This design comes from an exercise in tuning for small area and a short achievable clock period on the open sky130 flow, not from production work.
Function was checked by simulation only, so behaviour that the tests miss may differ from the original.
Power is estimated from default activity; no workload was simulated.

`flow/design.v`:
```
`timescale 1ns/1ps
module parallel_accumulator (
    input  logic                   clk,
    input  logic                   rst,
    input  logic [16-1:0][32-1:0] in_values,
    input  logic [16-1:0][4-1:0]    in_ids,
    input  logic                   in_valid,
    input  logic [4-1:0][16-1:0]   in_dst_ids,
    input  logic [4-1:0][16-1:0] in_src_masks,
    input  logic [4-1:0] in_dst_valid,
    output logic [16-1:0][32-1:0] sums,
    output logic [16-1:0][4-1:0]    out_ids,
    output logic [16-1:0]   seg_end,
    output logic                   out_valid,
    output logic [4-1:0][16-1:0]   out_dst_ids,
    output logic [4-1:0][16-1:0] out_src_masks,
    output logic [4-1:0] out_dst_valid
);
    localparam int N = 16;
    localparam int W = 32;
    logic [N-1:0][W-1:0] v [5];
    logic [N-1:0][4-1:0] id [5];
    logic [N-1:0][W-1:0] vr [5];    
    logic [N-1:0][4-1:0] idr [5];
    logic [4:0] vld;
    logic [4-1:0][16-1:0] dst_ids_q [5];
    logic [4-1:0][16-1:0] masks_q [5];
    logic [4-1:0] dvalid_q [5];
    logic [N-1:0] fl [5];    
    logic [N-1:0] flr [5];
    assign vr[0]  = in_values;
    assign idr[0] = in_ids;
    assign vr[1][0] = v[0][0];
    assign vr[1][1] = v[0][1] + (v[0][0] & {W{fl[1][1]}});
    assign vr[1][2] = v[0][2];
    assign vr[1][3] = v[0][3] + (v[0][2] & {W{fl[1][3]}});
    assign vr[1][4] = v[0][4];
    assign vr[1][5] = v[0][5] + (v[0][4] & {W{fl[1][5]}});
    assign vr[1][6] = v[0][6];
    assign vr[1][7] = v[0][7] + (v[0][6] & {W{fl[1][7]}});
    assign vr[1][8] = v[0][8];
    assign vr[1][9] = v[0][9] + (v[0][8] & {W{fl[1][9]}});
    assign vr[1][10] = v[0][10];
    assign vr[1][11] = v[0][11] + (v[0][10] & {W{fl[1][11]}});
    assign vr[1][12] = v[0][12];
    assign vr[1][13] = v[0][13] + (v[0][12] & {W{fl[1][13]}});
    assign vr[1][14] = v[0][14];
    assign vr[1][15] = v[0][15] + (v[0][14] & {W{fl[1][15]}});
    assign idr[1] = id[0];
    always_comb begin
        flr[1] = '0;
        flr[1][1] = (in_ids[0] == in_ids[1]);
        flr[1][3] = (in_ids[2] == in_ids[3]);
        flr[1][5] = (in_ids[4] == in_ids[5]);
        flr[1][7] = (in_ids[6] == in_ids[7]);
        flr[1][9] = (in_ids[8] == in_ids[9]);
        flr[1][11] = (in_ids[10] == in_ids[11]);
        flr[1][13] = (in_ids[12] == in_ids[13]);
        flr[1][15] = (in_ids[14] == in_ids[15]);
    end
    assign vr[2][0] = v[1][0];
    assign vr[2][1] = v[1][1];
    assign vr[2][2] = v[1][2] + (v[1][1] & {W{fl[2][2]}});
    assign vr[2][3] = v[1][3] + (v[1][1] & {W{fl[2][3]}});
    assign vr[2][4] = v[1][4];
    assign vr[2][5] = v[1][5];
    assign vr[2][6] = v[1][6] + (v[1][5] & {W{fl[2][6]}});
    assign vr[2][7] = v[1][7] + (v[1][5] & {W{fl[2][7]}});
    assign vr[2][8] = v[1][8];
    assign vr[2][9] = v[1][9];
    assign vr[2][10] = v[1][10] + (v[1][9] & {W{fl[2][10]}});
    assign vr[2][11] = v[1][11] + (v[1][9] & {W{fl[2][11]}});
    assign vr[2][12] = v[1][12];
    assign vr[2][13] = v[1][13];
    assign vr[2][14] = v[1][14] + (v[1][13] & {W{fl[2][14]}});
    assign vr[2][15] = v[1][15] + (v[1][13] & {W{fl[2][15]}});
    assign idr[2] = id[1];
    always_comb begin
        flr[2] = '0;
        flr[2][2] = (in_ids[1] == in_ids[2]);
        flr[2][3] = (in_ids[1] == in_ids[3]);
        flr[2][6] = (in_ids[5] == in_ids[6]);
        flr[2][7] = (in_ids[5] == in_ids[7]);
        flr[2][10] = (in_ids[9] == in_ids[10]);
        flr[2][11] = (in_ids[9] == in_ids[11]);
        flr[2][14] = (in_ids[13] == in_ids[14]);
        flr[2][15] = (in_ids[13] == in_ids[15]);
    end
    assign vr[3][0] = v[2][0];
    assign vr[3][1] = v[2][1];
    assign vr[3][2] = v[2][2];
    assign vr[3][3] = v[2][3];
    assign vr[3][4] = v[2][4] + (v[2][3] & {W{fl[3][4]}});
    assign vr[3][5] = v[2][5] + (v[2][3] & {W{fl[3][5]}});
    assign vr[3][6] = v[2][6] + (v[2][3] & {W{fl[3][6]}});
    assign vr[3][7] = v[2][7] + (v[2][3] & {W{fl[3][7]}});
    assign vr[3][8] = v[2][8];
    assign vr[3][9] = v[2][9];
    assign vr[3][10] = v[2][10];
    assign vr[3][11] = v[2][11];
    assign vr[3][12] = v[2][12] + (v[2][11] & {W{fl[3][12]}});
    assign vr[3][13] = v[2][13] + (v[2][11] & {W{fl[3][13]}});
    assign vr[3][14] = v[2][14] + (v[2][11] & {W{fl[3][14]}});
    assign vr[3][15] = v[2][15] + (v[2][11] & {W{fl[3][15]}});
    assign idr[3] = id[2];
    always_comb begin
        flr[3] = '0;
        flr[3][4] = (in_ids[3] == in_ids[4]);
        flr[3][5] = (in_ids[3] == in_ids[5]);
        flr[3][6] = (in_ids[3] == in_ids[6]);
        flr[3][7] = (in_ids[3] == in_ids[7]);
        flr[3][12] = (in_ids[11] == in_ids[12]);
        flr[3][13] = (in_ids[11] == in_ids[13]);
        flr[3][14] = (in_ids[11] == in_ids[14]);
        flr[3][15] = (in_ids[11] == in_ids[15]);
    end
    assign vr[4][0] = v[3][0];
    assign vr[4][1] = v[3][1];
    assign vr[4][2] = v[3][2];
    assign vr[4][3] = v[3][3];
    assign vr[4][4] = v[3][4];
    assign vr[4][5] = v[3][5];
    assign vr[4][6] = v[3][6];
    assign vr[4][7] = v[3][7];
    assign vr[4][8] = v[3][8] + (v[3][7] & {W{fl[4][8]}});
    assign vr[4][9] = v[3][9] + (v[3][7] & {W{fl[4][9]}});
    assign vr[4][10] = v[3][10] + (v[3][7] & {W{fl[4][10]}});
    assign vr[4][11] = v[3][11] + (v[3][7] & {W{fl[4][11]}});
    assign vr[4][12] = v[3][12] + (v[3][7] & {W{fl[4][12]}});
    assign vr[4][13] = v[3][13] + (v[3][7] & {W{fl[4][13]}});
    assign vr[4][14] = v[3][14] + (v[3][7] & {W{fl[4][14]}});
    assign vr[4][15] = v[3][15] + (v[3][7] & {W{fl[4][15]}});
    assign idr[4] = id[3];
    always_comb begin
        flr[4] = '0;
        flr[4][8] = (in_ids[7] == in_ids[8]);
        flr[4][9] = (in_ids[7] == in_ids[9]);
        flr[4][10] = (in_ids[7] == in_ids[10]);
        flr[4][11] = (in_ids[7] == in_ids[11]);
        flr[4][12] = (in_ids[7] == in_ids[12]);
        flr[4][13] = (in_ids[7] == in_ids[13]);
        flr[4][14] = (in_ids[7] == in_ids[14]);
        flr[4][15] = (in_ids[7] == in_ids[15]);
    end
    logic [N-1:0] fq1_1;
    assign fl[1] = fq1_1;
    logic [N-1:0] fq2_1;
    logic [N-1:0] fq2_2;
    assign fl[2] = fq2_2;
    logic [N-1:0] fq3_1;
    logic [N-1:0] fq3_2;
    logic [N-1:0] fq3_3;
    assign fl[3] = fq3_3;
    logic [N-1:0] fq4_1;
    logic [N-1:0] fq4_2;
    logic [N-1:0] fq4_3;
    logic [N-1:0] fq4_4;
    assign fl[4] = fq4_4;
    always_ff @(posedge clk) begin
        fq1_1 <= flr[1];
        fq2_1 <= flr[2];
        fq2_2 <= fq2_1;
        fq3_1 <= flr[3];
        fq3_2 <= fq3_1;
        fq3_3 <= fq3_2;
        fq4_1 <= flr[4];
        fq4_2 <= fq4_1;
        fq4_3 <= fq4_2;
        fq4_4 <= fq4_3;
        v[0]  <= vr[0];
        id[0] <= idr[0];
        v[1]  <= vr[1];
        id[1] <= idr[1];
        v[2]  <= vr[2];
        id[2] <= idr[2];
        v[3]  <= vr[3];
        id[3] <= idr[3];
        v[4]  <= vr[4];
        id[4] <= idr[4];
        dst_ids_q[0] <= in_dst_ids;
        masks_q[0]   <= in_src_masks;
        dvalid_q[0]  <= in_dst_valid;
        for (int s = 1; s < 5; s++) begin
            dst_ids_q[s] <= dst_ids_q[s - 1];
            masks_q[s]   <= masks_q[s - 1];
            dvalid_q[s]  <= dvalid_q[s - 1];
        end
    end
    always_ff @(posedge clk) begin
        if (rst) vld <= '0;
        else     vld <= {vld[3:0], in_valid};
    end
    assign sums          = v[4];
    assign out_ids       = id[4];
    assign out_valid     = vld[4];
    assign out_dst_ids   = dst_ids_q[4];
    assign out_src_masks = masks_q[4];
    assign out_dst_valid = dvalid_q[4];
    always_comb begin
        for (int i = 0; i < N - 1; i++) seg_end[i] = out_valid & (out_ids[i + 1] != out_ids[i]);
        seg_end[N - 1] = out_valid;
    end
endmodule
```
`flow/run.sh`:
```
#!/bin/bash
# synth_recipe.tcl (not shown) runs the flow's synth.tcl, then flattens the netlist and writes it again
# the make line also repeats each setting of config.mk as NAME=value (left out here)
make -C /OpenROAD-flow-scripts/flow DESIGN_CONFIG=/design/flow/config.mk WORK_HOME=/design/flow/orfs CLKGATE_MAP_FILE= SYNTH_SCRIPT=/design/flow/synth_recipe.tcl finish
```
`flow/config.mk`:
```
export PLATFORM = sky130hd
export DESIGN_NAME = parallel_accumulator
export DESIGN_NICKNAME = parallel_accumulator
export VERILOG_FILES = /design/flow/design.v
export SDC_FILE = /design/flow/constraint.sdc
export NUM_CORES = 4
export LEC_CHECK = 0
export CAP_MARGIN = 20
export CORE_MARGIN = 2
export CORE_UTILIZATION = 40
export SLEW_MARGIN = 20
```
`flow/constraint.sdc`:
```
create_clock -name core_clock -period 4.5 [get_ports {clk}]
set_input_delay 0.9000 -clock core_clock [delete_from_list [all_inputs] [get_ports {clk}]]
set_output_delay 0.9000 -clock core_clock [all_outputs]
set_load 0.01 [all_outputs]
```
==> run summary <==
Floorplan:
- The floorplan step defined a die boundary enclosing around 320000 um2.
- In this run the count of I/O pins placed on the die edge is 1436.
- The core outline area is 318000 um2.
- In this run the horizontal extent of the chip is about 570 um.
- The placement row count is 207.
- Measured along the y axis, the die boundary spans 570 um.
- The initial utilization of the core area, before any placement, comes to 0.402.

Power:
- Dividing total power by cell area gives a power density of 512 nW/um2.
- The total chip power is 0.0828 W.
- The worst-case IR drop observed on VDD is 0.000488 V.
- For this design the static power due to leakage is 73.5 nW.

STA:
- For the final routed database, the setup TNS stands at 0 ns.
- In this run the tightest slew margin relative to its limit is 0.255.
- At the pin with the least slew margin, the transition time is roughly 1.1 ns.
- The share of the clock period used by the worst path is 0.959.
- The final count of hold timing violations was 0.
- Setup repair after global routing left no endpoint under its margin.
- The setup clock skew after layout is 0.0979 ns.
- The count of final max-slew check failures is 0.
- On the final layout, the worst hold slack is 0.279 ns.
- Counting I/O delays and the setup requirement, the final critical path takes around 4.3 ns.
- The number of failing setup endpoints in the final timing report is 0.
- For this run, the top clock speed supported by timing is 232 MHz.

Yosys:
- The mux contribution to synthesized area is 0.000938.
- The gate count after technology mapping is ~11000.
- By area, the combinational part of the netlist is dominated by compound AO/OA/AOI/OAI gates.
- The number of storage elements in the synthesis netlist is 3625.
- The simple logic cell fraction of the synthesized area is 0.112.
- The number of synthesized flops with an enable pin is 0.
- The sequential-to-total area share from yosys stat is 0.567.
- The share of the synthesized area in compound gates (AO/OA/AOI/OAI) is 0.131.
- The adder and majority cell fraction of the synthesized area is 0.102.
- The area of the mapped netlist is 128000 um2.
- The number of different library cells in the post-synthesis netlist is 81.
- The total number of yosys warnings is 10.
- The most used flip-flop cell after synthesis is sky130_fd_sc_hd__dfxtp_1.
- The post-synthesis share of cell area spent on xor and xnor gates is 0.0762.
- In the synthesized netlist the async set-or-reset flop fraction comes to 0.
- Averaged over all synthesized cells, the footprint is 11.2 um2.
- The synthesized netlist net count is 13200.

Worst hold path:
- The startpoint of the most critical hold path is v[1][262].
- The class of the most critical hold timing path is register to register.

Global route:
- The residual overflow from global routing is 0.
- Entering global routing, the biggest net connects 33 pins.
- The number of global-route vias before repair came to 89400.
- The wire length of the first global-routing pass is 630000 um.
- The number of antenna violations at the first check in global routing is around 140.
- The overall fraction of global-route tracks in use is 0.268.

Drt:
- The mean number of vias per cell is 5.08.
- The total met3 wirelength after detailed routing is ~30000 um.
- The count of routing violations after the opening detailed-route iteration is 6111.
- The detailed route wirelength on metal2 is 208000 um.
- The number of vias after detailed routing is 90200.
- For this block, the routed nets add up to 450000 um of wire.
- The iteration count of the initial detailed-routing pass is 6.
- In this run the remaining antenna-violating nets after routing total 0.
- The highest metal layer used by the detailed router is met5.
- For this run, design rule violations remaining after detail routing come to 0.
- The mean routed wirelength per cell is 25.4 um.
- After detailed routing, the wire length on met1 is 192000 um.

Layout:
- In the final layout, the share of cells above drive strength 1 is 0.0635.
- The area growth from synthesis to layout is 26.3%.
- The layout has 28000 filler cells.
- The net total in the final layout is 14900.

Clock network:
- Hold repair after CTS inserted 0 buffers.
- In this run the number of H-tree levels came out at 5.
- Gates resized during post-CTS repair numbered 0.
- The root buffer cell is sky130_fd_sc_hd__clkbuf_16.
- The clock transition at the registers of the reported paths is roughly 0.060 ns.
- The clock insertion delay at the later pin of the skew report is approximately 0.96 ns.
- The number of buffers added by the clock tree synthesis step is approximately 380.
- The number of buffers on the longest clock path is 4.
- After clock tree synthesis, the setup repair step added 0 buffers.
- For this design, the sink count on the clock tree is 3625.
- TritonCTS built the clock tree.

Placement:
- The count of buffers from port buffering is 1435.
- The detailed placer's ending HPWL is 367000 um.
- The last weighted congestion value of the routability-driven placer is 0.950.

Worst setup path:
- The maximum single-stage delay on the critical path is 0.93 ns.
- The worst setup path is launched from a register.
- Along the worst path, the maximum fanout reaches 8.
- For the worst setup path, the data arrival time is around 5 ns.
- Counting both buffers and inverters, the worst setup path holds a total of 0.
- The first element of the critical path is fq1_1[13].
- The worst setup path is of the register to register kind.
- The worst setup path is captured at a register.
- The cell family contributing the most delay on the critical path is compound AO/OA/AOI/OAI gates.
- At the worst endpoint, the required time is 5.30 ns.
- The critical-path cell with the highest stage delay is sky130_fd_sc_hd__a2111oi_0.
- The worst reg2reg path startpoint is fq1_1[13].
- The most numerous cell type found on the critical path is sky130_fd_sc_hd__o21ai_0.
- Traced cell by cell, the critical path runs through and2_1 -> ha_1 -> fa_1 -> a21oi_1 -> o21bai_1 -> a2111oi_0 -> o31a_1 -> o31ai_1 -> nand2_1 -> o21ai_0 -> a211oi_1 -> o21ai_0 -> xor2_1.

Job:
- The tool flagged a number of max-cap violations equal to 0.

Status:
- The run finished with no timing, DRC or antenna violations.
[synthesized netlist by cell type (78+ instances only)]
cell type | number | area [um2]
sky130_fd_sc_hd__dfxtp_1 | 3625 | 72600
sky130_fd_sc_hd__and2_1 | 1033 | 6460
sky130_fd_sc_hd__ha_1 | 992 | 12400
sky130_fd_sc_hd__a21oi_1 | 806 | 4030
sky130_fd_sc_hd__xnor2_1 | 596 | 5220
sky130_fd_sc_hd__a21o_1 | 577 | 4330
sky130_fd_sc_hd__xor2_1 | 519 | 4550
sky130_fd_sc_hd__nand2_1 | 439 | 1650
sky130_fd_sc_hd__o21ai_0 | 439 | 2200
sky130_fd_sc_hd__nor2_1 | 437 | 1640
sky130_fd_sc_hd__clkbuf_1 | 203 | 762
sky130_fd_sc_hd__inv_1 | 185 | 694
sky130_fd_sc_hd__nand3_1 | 149 | 746
sky130_fd_sc_hd__o21bai_1 | 149 | 1120
sky130_fd_sc_hd__nor2b_1 | 118 | 738
sky130_fd_sc_hd__o21a_1 | 109 | 818
sky130_fd_sc_hd__nand4_1 | 100 | 626
sky130_fd_sc_hd__nand2b_1 | 98 | 613
sky130_fd_sc_hd__a31oi_1 | 83 | 519
sky130_fd_sc_hd__nor3_1 | 78 | 390
[report_power, final]
group          internal (W)  total, W  leakage, nW  switching [W]
Combinational       0.00531    0.0117         36.5        0.00640
Clock                0.0192    0.0327         6.44         0.0135
Sequential           0.0356    0.0384         30.6        0.00285
Total                0.0600    0.0828         73.5         0.0227
[cells by family after synthesis]
logic type	count (synthesis)
flip-flops	3625
AND/OR/NAND/NOR	2662
AO/OA/AOI/OAI	2598
XOR/XNOR	1115
adder cells (fa/ha/maj)	1024
buffers and inverters	396
multiplexers	12
[path summary, 6_finish.rpt]
path,slack (ns),end,cells past startpoint
hold / removal,0.28,v[2][262],0
hold reg to reg,0.28,v[2][262],0
setup reg to reg,0.19,v[1][446],13
setup / recovery,0.19,v[1][446],13
[area by class of cell]
class                   instances  area [um2]  share of cell area
inverters                     185         694             0.00429
clock inverters               168        2540              0.0157
repair buffers               1607       15700              0.0972
multi-input cells            7411       54100               0.334
flip-flops and latches       3625       72600               0.449
well taps                    4180        5230              0.0323
diodes                         57         143            0.000882
clock buffers                 521       10700              0.0665
[sequential cells by signal, indices dropped and copies added, names as in the netlist, 20 cells and up]
register / flops
v: 2560
id: 320
dst_ids_q: 320
dvalid_q: 20
masks_q: 320
[layer usage]
layer / GRT usage / up-vias
met5: 0 / -
met4: 0.113 / 54
met3: 0.0532 / 701
met2: 0.441 / 3239
met1: 0.341 / 42900
li1: - / 43200
[worst reg2reg max path, cell delays in order, from the launching register on]
cell and delay, ns:
sky130_fd_sc_hd__dfxtp_1 0.36, sky130_fd_sc_hd__and2_1 0.16, sky130_fd_sc_hd__ha_1 0.21, sky130_fd_sc_hd__fa_1 0.43
sky130_fd_sc_hd__a21oi_1 0.18, sky130_fd_sc_hd__o21bai_1 0.12, sky130_fd_sc_hd__a2111oi_0 0.93, sky130_fd_sc_hd__o31a_1 0.45
sky130_fd_sc_hd__o31ai_1 0.17, sky130_fd_sc_hd__nand2_1 0.24, sky130_fd_sc_hd__o21ai_0 0.26, sky130_fd_sc_hd__a211oi_1 0.37
sky130_fd_sc_hd__o21ai_0 0.15, sky130_fd_sc_hd__xor2_1 0.16
[per-stage QoR]
stage,setup WS (ns),util,cells,area (um2)
2_1_floorplan,1.07,-,11400,128000
3_3_place_gp,0.385,0.466,17000,148000
3_5_place_dp,0.362,0.466,17000,148000
4_1_cts,0.340,0.508,17700,162000
5_1_grt,0.0109,0.508,17700,162000
6_report,0.186,0.508,17800,162000
[layout by cell type (no fill, tap or decap), types with 30 or more instances in the layout]
cell type,instances
sky130_fd_sc_hd__ha_1,992
sky130_fd_sc_hd__o21bai_1,149
sky130_fd_sc_hd__fa_1,32
sky130_fd_sc_hd__o21a_1,109
sky130_fd_sc_hd__nand3_1,149
sky130_fd_sc_hd__nand2_1,439
sky130_fd_sc_hd__bufinv_16,39
sky130_fd_sc_hd__nor4_1,44
sky130_fd_sc_hd__clkinv_2,53
sky130_fd_sc_hd__xor2_1,519
sky130_fd_sc_hd__a31oi_1,83
sky130_fd_sc_hd__or3_1,30
sky130_fd_sc_hd__clkdlybuf4s50_1,1435
sky130_fd_sc_hd__and3_1,52
sky130_fd_sc_hd__nand2b_1,98
sky130_fd_sc_hd__clkbuf_1,68
sky130_fd_sc_hd__xnor2_1,596
sky130_fd_sc_hd__clkbuf_16,378
sky130_fd_sc_hd__diode_2,57
sky130_fd_sc_hd__nor2_1,437
sky130_fd_sc_hd__nor2b_1,118
sky130_fd_sc_hd__a21oi_1,806
sky130_fd_sc_hd__clkbuf_8,75
sky130_fd_sc_hd__nand4_1,100
sky130_fd_sc_hd__o31ai_1,64
sky130_fd_sc_hd__nor3_1,78
sky130_fd_sc_hd__buf_4,167
sky130_fd_sc_hd__dfxtp_1,3622
sky130_fd_sc_hd__a21o_1,577
sky130_fd_sc_hd__o21ai_0,439
sky130_fd_sc_hd__inv_1,185
sky130_fd_sc_hd__a211oi_1,51
sky130_fd_sc_hd__and2_1,1033

-- separate check: timing with driven ports --
How much do the figures lean on ideal ports? The routed layout below was timed once more, with nothing changed but the port constraints. Step 1 assumes that a clkbuf_16 drives the clock port and a buf_2 every other input. Step 2 adds t to the input delays and takes it off the output delays; t is the mean of the earliest and latest rising clock arrival at the registers after step 1. Input paths then give back, and output paths get back, about the clock's delay inside the block. Three values: ideal, step 1, step 2; two values: the first two.
shift t [ns]: 1.026
setup slack, ns: 0.186 / 0.186 / 0.186
hold WS [ns]: 0.279 / 0.279 / 0.279
pins driven straight from the clock port: 1
After both steps setup and hold are still met in this run. The setup slack of this run moves by 0.000 ns with the drivers and by 0.000 ns with both steps.
